What follows belongs to an exercise in optimizing a design on an open flow for small area, a short achievable clock period and few clock cycles per item; a production flow would make more cautious choices.
At most, simulation tests tie the RTL to the original design; equivalence was not proved.
Power is estimated from default activity; no workload was simulated.

Design heater_handle_supervisor, start of the top module:
module heater_handle_supervisor (
  input  logic                         clk_i,
  input  logic                         rst_ni,
  input  logic                         in_valid_i,
  output logic                         in_ready_o,
  input  logic [hhs_pkg::InW-1:0]      in_data_i,
  output logic                         out_valid_o,
  input  logic                         out_ready_i,
  output logic [hhs_pkg::OutW-1:0]     out_data_o,
  input  logic                         cfg_valid_i,
  output logic                         cfg_ready_o,
  input  logic [hhs_pkg::CfgIdxW-1:0]  cfg_index_i,
  input  logic [hhs_pkg::CfgDataW-1:0] cfg_data_i
);
Settings: LEC_CHECK=0, CAP_MARGIN=20, CORE_MARGIN=2, CORE_UTILIZATION=40, CTS_BUF_LIST=sky130_fd_sc_hd__clkbuf_8, SLEW_MARGIN=20; clock period 9.0 ns.
standard.sh (not shown) runs the stock make flow with config.mk's settings and CLKGATE_MAP_FILE= SYNTH_SCRIPT=/design/flow/synth_recipe.tcl, a recipe that flattens the netlist after the stock synthesis.
==> flow/flow/run.sh <==
#!/bin/bash
# Layout: the standard flow (standard.sh, which runs the standard synthesis
# unchanged) with two settings changed: the ports are buffered with
# sky130_fd_sc_hd__buf_1 (buffer_ports' own pick is a delay buffer), and the
# timing repair aims for 6 ns of setup slack at the design's clock period.
# The make output goes to standard_flow.log; ORFS's logs stay under orfs/logs.
set -euo pipefail
bash standard.sh SETUP_SLACK_MARGIN=6 "BUFFER_PORTS_ARGS=-buffer_cell sky130_fd_sc_hd__buf_1" finish > standard_flow.log 2>&1
The first run finished with timing, DRC and antenna clean.
Change:
--- a/flow/design.v
+++ b/flow/design.v
@@ -417,27 +417,27 @@
 );
   logic [15:0] sleep_ticks;
   logic [14:0] error_ticks;
   logic [9:0]  max_temp;
   logic [9:0]  min_temp;
   logic [7:0]  min_air;
   logic [8:0]  cool_lim;
   logic [7:0]  max_air_duty;
   logic [7:0]  sleep_fan_duty;
   logic        s0_valid_q;
   logic        s0_docked_q, s0_cold_q, s0_power_q;
   logic [9:0]  s0_temp_q;
-  logic [7:0]  s0_air_q;
+  logic        s0_air_low_q;
   logic [7:0]  s0_level_q;
-  logic [1:0]  s0_air_step_q;
+  logic [1:0]  s0_cold_step_q, s0_hot_step_q;
   logic        in_cold;
   logic [4:0]  cold_step, hot_step, cfg_step;
   logic        s1_valid_q;
   logic        s1_docked_q, s1_cold_q, s1_sleep_cool_q, s1_air_low_q;
   logic        s1_hot_q, s1_cool_q, s1_fan_off_q;
   logic [7:0]  s1_duty_sel_q;
   logic [7:0]  air_duty, duty_sel;
   logic        sleep_cool;
   logic        work_q, work_d;
   logic [15:0] sleep_cnt_q, sleep_cnt_d;
   logic [15:0] fault_cnt_q, fault_cnt_d;
   logic [1:0]  fault_q, fault_d;
@@ -483,54 +483,56 @@
   end
   assign in_ready_o = in_ready_q;
   assign in_cold   = (in_data_i[35:34] == hhs_pkg::ModeCold);
   assign cold_step = hhs_pkg::air_step(in_data_i[7:0]);
   assign hot_step  = hhs_pkg::air_step(in_data_i[15:8]);
   assign cfg_step  = hhs_pkg::air_step(cfg_data_i[7:0]);
   always_ff @(posedge clk_i) begin
     if (en0) begin
       s0_docked_q <= !in_data_i[37] && in_data_i[36];
       s0_cold_q   <= in_cold;
       s0_power_q  <= (in_data_i[35:34] == hhs_pkg::ModePower);
       s0_temp_q   <= in_data_i[33:24];
-      s0_air_q    <= in_data_i[23:16];
+      s0_air_low_q <= in_data_i[23:16] < min_air;
     end
     if (cfg_valid_i) begin
-      s0_level_q    <= cfg_data_i[7:0];
-      s0_air_step_q <= cfg_step[1:0];
+      s0_level_q     <= cfg_data_i[7:0];
+      s0_cold_step_q <= cfg_step[1:0];
+      s0_hot_step_q  <= cfg_step[1:0];
     end else if (en0) begin
-      s0_level_q    <= in_cold ? in_data_i[7:0] : in_data_i[15:8];
-      s0_air_step_q <= in_cold ? cold_step[1:0] : hot_step[1:0];
+      s0_level_q     <= in_cold ? in_data_i[7:0] : in_data_i[15:8];
+      s0_cold_step_q <= cold_step[1:0];
+      s0_hot_step_q  <= hot_step[1:0];
     end
   end
-  assign air_duty = hhs_pkg::air_sum(s0_level_q, {3'b111, s0_air_step_q});
+  assign air_duty = hhs_pkg::air_sum(s0_level_q, {3'b111, s0_cold_q ? s0_cold_step_q : s0_hot_step_q});
   always_comb begin
     if (s0_cold_q || !s0_docked_q) begin
       duty_sel = air_duty;
     end else if (s0_temp_q >= hhs_pkg::TempFanHigh) begin
       duty_sel = sleep_fan_duty;
     end else if (s0_temp_q >= hhs_pkg::TempFanLow) begin
       duty_sel = {1'b0, hhs_pkg::temp_duty(s0_temp_q)};
     end else begin
       duty_sel = 8'd0;
     end
   end
   assign sleep_cool = s0_power_q ? ({1'b0, s0_temp_q} <= {2'b0, cool_lim})
                                  : (s0_temp_q <= hhs_pkg::TempSleepCool);
   always_ff @(posedge clk_i) begin
     if (en1) begin
       s1_docked_q     <= s0_docked_q;
       s1_cold_q       <= s0_cold_q;
       s1_sleep_cool_q <= sleep_cool;
-      s1_air_low_q    <= s0_air_q < min_air;
+      s1_air_low_q    <= s0_air_low_q;
       s1_hot_q        <= s0_temp_q >= max_temp;
       s1_cool_q       <= s0_temp_q <= min_temp;
       s1_fan_off_q    <= s0_temp_q < hhs_pkg::TempFanOff;
       s1_duty_sel_q   <= duty_sel;
     end
   end
   hhs_cfg_regs u_cfg (
     .clk_i            (clk_i),
     .rst_ni           (rst_ni),
     .we_i             (cfg_valid_i),
     .idx_i            (cfg_index_i),
     .data_i           (cfg_data_i),
The new run completed with no timing, DRC or antenna violations.
Power is lower by 8.4%.
Cell area fell by about 2%.
Via count drops by 0.76%.
Hold slack improved by 0.031 ns.
Area after synthesis is lower by about 1.4%.
Utilization came out lower by 0.57 points.
Routed wire length shrinks by 1.5%.
Global-route usage decreases by 0.15 points.
Final cell count came out lower by 1.8%.
Sequential power stays flat.
Setup slack gains 0.12 ns.
Sequential cell count drops by 5.
First-iteration DRC count drops by about 20%.
Maximum frequency came out higher by about 4%.
Testbench counts after the change, summed over its fixed seeds: cycles 16,024, items 16,000.
Only the layout flow was run in the first run of this note; the RTL was not checked for function there.

* * *

heater_handle_supervisor with an RTL version that a note above also has.
For scale: roughly 200 flip-flops, roughly 77 I/O pins, ~12,000 sq um of cells after synthesis.
Design heater_handle_supervisor, start of the top module:
module heater_handle_supervisor (
  input  logic                         clk_i,
  input  logic                         rst_ni,
  input  logic                         in_valid_i,
  output logic                         in_ready_o,
  input  logic [hhs_pkg::InW-1:0]      in_data_i,
  output logic                         out_valid_o,
  input  logic                         out_ready_i,
  output logic [hhs_pkg::OutW-1:0]     out_data_o,
  input  logic                         cfg_valid_i,
  output logic                         cfg_ready_o,
  input  logic [hhs_pkg::CfgIdxW-1:0]  cfg_index_i,
  input  logic [hhs_pkg::CfgDataW-1:0] cfg_data_i
);
  logic [15:0] sleep_ticks;
  logic [14:0] error_ticks;
  logic [9:0]  max_temp;
  logic [9:0]  min_temp;
  logic [7:0]  min_air;
  logic [8:0]  cool_lim;
  logic [7:0]  max_air_duty;
  logic [7:0]  sleep_fan_duty;
  logic        s0_valid_q;
  logic        s0_docked_q, s0_cold_q, s0_power_q;
  logic [9:0]  s0_temp_q;
  logic        s0_air_low_q;
  logic [7:0]  s0_level_q;
  logic [1:0]  s0_cold_step_q, s0_hot_step_q;
  logic        in_cold;
  logic [4:0]  cold_step, hot_step, cfg_step;
  logic        s1_valid_q;
  logic        s1_docked_q, s1_cold_q, s1_sleep_cool_q, s1_air_low_q;
  logic        s1_hot_q, s1_cool_q, s1_fan_off_q;
  logic [7:0]  s1_duty_sel_q;
  logic [7:0]  air_duty, duty_sel;
  logic        sleep_cool;
  logic        work_q, work_d;
  logic [15:0] sleep_cnt_q, sleep_cnt_d;
  ...
Settings: LEC_CHECK=0, CAP_MARGIN=20, CORE_MARGIN=2, CORE_UTILIZATION=40, CTS_BUF_LIST=sky130_fd_sc_hd__clkbuf_8, SLEW_MARGIN=20; clock period 9.0 ns.
==> flow/flow/run.sh <==
#!/bin/bash
# Layout: the standard flow (standard.sh, which runs the standard synthesis
# unchanged) with two settings changed: the ports are buffered with
# sky130_fd_sc_hd__buf_1 (buffer_ports' own pick is a delay buffer), and the
# timing repair aims for 5.8 ns of setup slack at the design's clock period.
# The make output goes to standard_flow.log; ORFS's logs stay under orfs/logs.
set -euo pipefail
bash standard.sh SETUP_SLACK_MARGIN=5.8 "BUFFER_PORTS_ARGS=-buffer_cell sky130_fd_sc_hd__buf_1" finish > standard_flow.log 2>&1
The first run produced a clean layout.
Testbench counts at the start, summed over its fixed seeds: cycles 16,024, items 16,000.
==> next run, changes <==
--- a/flow/design.v
+++ b/flow/design.v
@@ -17,42 +17,44 @@
   localparam logic [15:0] RstSleepTicks  = 16'd100;
   localparam logic [14:0] RstErrorTicks  = 15'd5;
   localparam logic [9:0]  RstMaxTemp     = 10'd520;
   localparam logic [9:0]  RstMinTemp     = 10'd10;
   localparam logic [7:0]  RstMinAir      = 8'd10;
   localparam logic [8:0]  RstCoolLim     = 9'd120;   
   localparam logic [7:0]  RstMaxAirDuty  = 8'd86;    
   localparam logic [7:0]  RstSleepFanDuty = 8'd58;   
-  function automatic logic [4:0] air_step(input logic [7:0] level);
+  function automatic logic [7:0] scaled_air(input logic [7:0] level);
     logic [3:0] r;
     logic       b, c;
+    logic [7:0] a;
     r = {level[3] ^ level[0], level[2:0]};
     case (r)
       4'd0:    b = level != 8'd0;
       4'd1:    b = level > 8'd25;
       4'd2:    b = level > 8'd50;
       4'd3:    b = level > 8'd75;
       4'd4:    b = level > 8'd100;
       4'd5:    b = level > 8'd125;
       4'd6:    b = level > 8'd150;
       4'd7:    b = level > 8'd175;
       4'd8:    b = level > 8'd200;
       4'd9:    b = level > 8'd225;
       4'd10:   b = level > 8'd250;
       default: b = 1'b0;
     endcase
     c = level[3] & level[0];
-    air_step = {3'b111, c | !b, !(c ^ !b)};
-  endfunction
-  function automatic logic [7:0] air_sum(input logic [7:0] level, input logic [4:0] step);
-    air_sum = {1'b0, level[7:1]} + {4'd0, level[7:4]} + {3'd0, step};
-  endfunction
-  function automatic logic [7:0] scaled_air(input logic [7:0] level);
-    scaled_air = air_sum(level, air_step(level));
+    a = {1'b0, level[7:1]} + {4'd0, level[7:4]};
+    if (c && !b) begin
+      scaled_air = a + 8'd31;
+    end else if (c || !b) begin
+      scaled_air = a + 8'd30;
+    end else begin
+      scaled_air = a + 8'd29;
+    end
   endfunction
   function automatic logic [6:0] temp_duty(input logic [9:0] temp);
     logic [4:0] h;
     h = 5'bx;
     case (temp[7:0])
       8'd70: h = 5'd7;
       8'd71: h = 5'd7;
       8'd72: h = 5'd8;
@@ -423,19 +425,17 @@
   logic [8:0]  cool_lim;
   logic [7:0]  max_air_duty;
   logic [7:0]  sleep_fan_duty;
   logic        s0_valid_q;
   logic        s0_docked_q, s0_cold_q, s0_power_q;
   logic [9:0]  s0_temp_q;
   logic        s0_air_low_q;
   logic [7:0]  s0_level_q;
-  logic [1:0]  s0_cold_step_q, s0_hot_step_q;
   logic        in_cold;
-  logic [4:0]  cold_step, hot_step, cfg_step;
   logic        s1_valid_q;
   logic        s1_docked_q, s1_cold_q, s1_sleep_cool_q, s1_air_low_q;
   logic        s1_hot_q, s1_cool_q, s1_fan_off_q;
   logic [7:0]  s1_duty_sel_q;
   logic [7:0]  air_duty, duty_sel;
   logic        sleep_cool;
   logic        work_q, work_d;
   logic [15:0] sleep_cnt_q, sleep_cnt_d;
@@ -478,38 +478,31 @@
       res_valid_q  <= res_valid_d;
       old_valid_q  <= old_valid_d;
       out_valid_q  <= res_valid_d || old_valid_d;
       in_ready_q   <= !(s0_valid_d && s1_valid_d && res_valid_d && old_valid_d);
     end
   end
   assign in_ready_o = in_ready_q;
   assign in_cold   = (in_data_i[35:34] == hhs_pkg::ModeCold);
-  assign cold_step = hhs_pkg::air_step(in_data_i[7:0]);
-  assign hot_step  = hhs_pkg::air_step(in_data_i[15:8]);
-  assign cfg_step  = hhs_pkg::air_step(cfg_data_i[7:0]);
   always_ff @(posedge clk_i) begin
     if (en0) begin
       s0_docked_q <= !in_data_i[37] && in_data_i[36];
       s0_cold_q   <= in_cold;
       s0_power_q  <= (in_data_i[35:34] == hhs_pkg::ModePower);
       s0_temp_q   <= in_data_i[33:24];
       s0_air_low_q <= in_data_i[23:16] < min_air;
     end
     if (cfg_valid_i) begin
-      s0_level_q     <= cfg_data_i[7:0];
-      s0_cold_step_q <= cfg_step[1:0];
-      s0_hot_step_q  <= cfg_step[1:0];
+      s0_level_q <= cfg_data_i[7:0];
     end else if (en0) begin
-      s0_level_q     <= in_cold ? in_data_i[7:0] : in_data_i[15:8];
-      s0_cold_step_q <= cold_step[1:0];
-      s0_hot_step_q  <= hot_step[1:0];
+      s0_level_q <= in_cold ? in_data_i[7:0] : in_data_i[15:8];
     end
   end
-  assign air_duty = hhs_pkg::air_sum(s0_level_q, {3'b111, s0_cold_q ? s0_cold_step_q : s0_hot_step_q});
+  assign air_duty = hhs_pkg::scaled_air(s0_level_q);
   always_comb begin
     if (s0_cold_q || !s0_docked_q) begin
       duty_sel = air_duty;
     end else if (s0_temp_q >= hhs_pkg::TempFanHigh) begin
       duty_sel = sleep_fan_duty;
     end else if (s0_temp_q >= hhs_pkg::TempFanLow) begin
       duty_sel = {1'b0, hhs_pkg::temp_duty(s0_temp_q)};
     end else begin
The new run finished with timing, DRC and antenna clean.
Cell area went down by 0.90%.
Core utilization went up by 0.68 points.
Worst setup slack gains 5.9 ps.
Synthesized cell count went down by 1.9%.
Wire length went up by 2.4%.
Sequential cell count went down by 4.
Critical path depth does not change.
Non-clock buffer count went up by 23.
Synthesized area went down by 1.6%.
Testbench counts after the change, summed over its fixed seeds: cycles 16,024, items 16,000.

## afterwards: timing with drivers on the ports
No port has a modelled driver above. Below, the same layouts with a new extraction and two added sets of constraints.
Step 1 assumes that a clkbuf_16 drives the clock port and a buf_2 every other input.
Step 2, shift: input delay + t, output delay - t, t = (earliest + latest rising clock arrival at the registers) / 2. This alone moves slack from input paths to output paths.
Slacks: ideal / step 1 / step 2; pairs: ideal / step 1.
| run | shift t [ns] | slack for setup (ns) | latest minus earliest clock arrival (ns) | worst slew at a driven data input, ns |
|---|---|---|---|---|
| the first run of note 1 | 0.561 | 5.797 / 5.806 / 5.245 | 0.033 / 0.033 | 0.05 |
| the second run of note 1 | 0.510 | 5.914 / 5.926 / 5.416 | 0.020 / 0.020 | 0.07 |
| the first run of note 2 | 0.530 | 5.898 / 5.919 / 5.390 | 0.023 / 0.023 | 0.05 |
| the second run of note 2 | 0.506 | 5.904 / 5.904 / 5.546 | 0.022 / 0.021 | 0.06 |
After both steps every run listed still meets setup and hold. For the first run of note 1, which loses most, drivers alone change the setup slack by +0.009 ns; drivers and shift together by -0.552 ns.
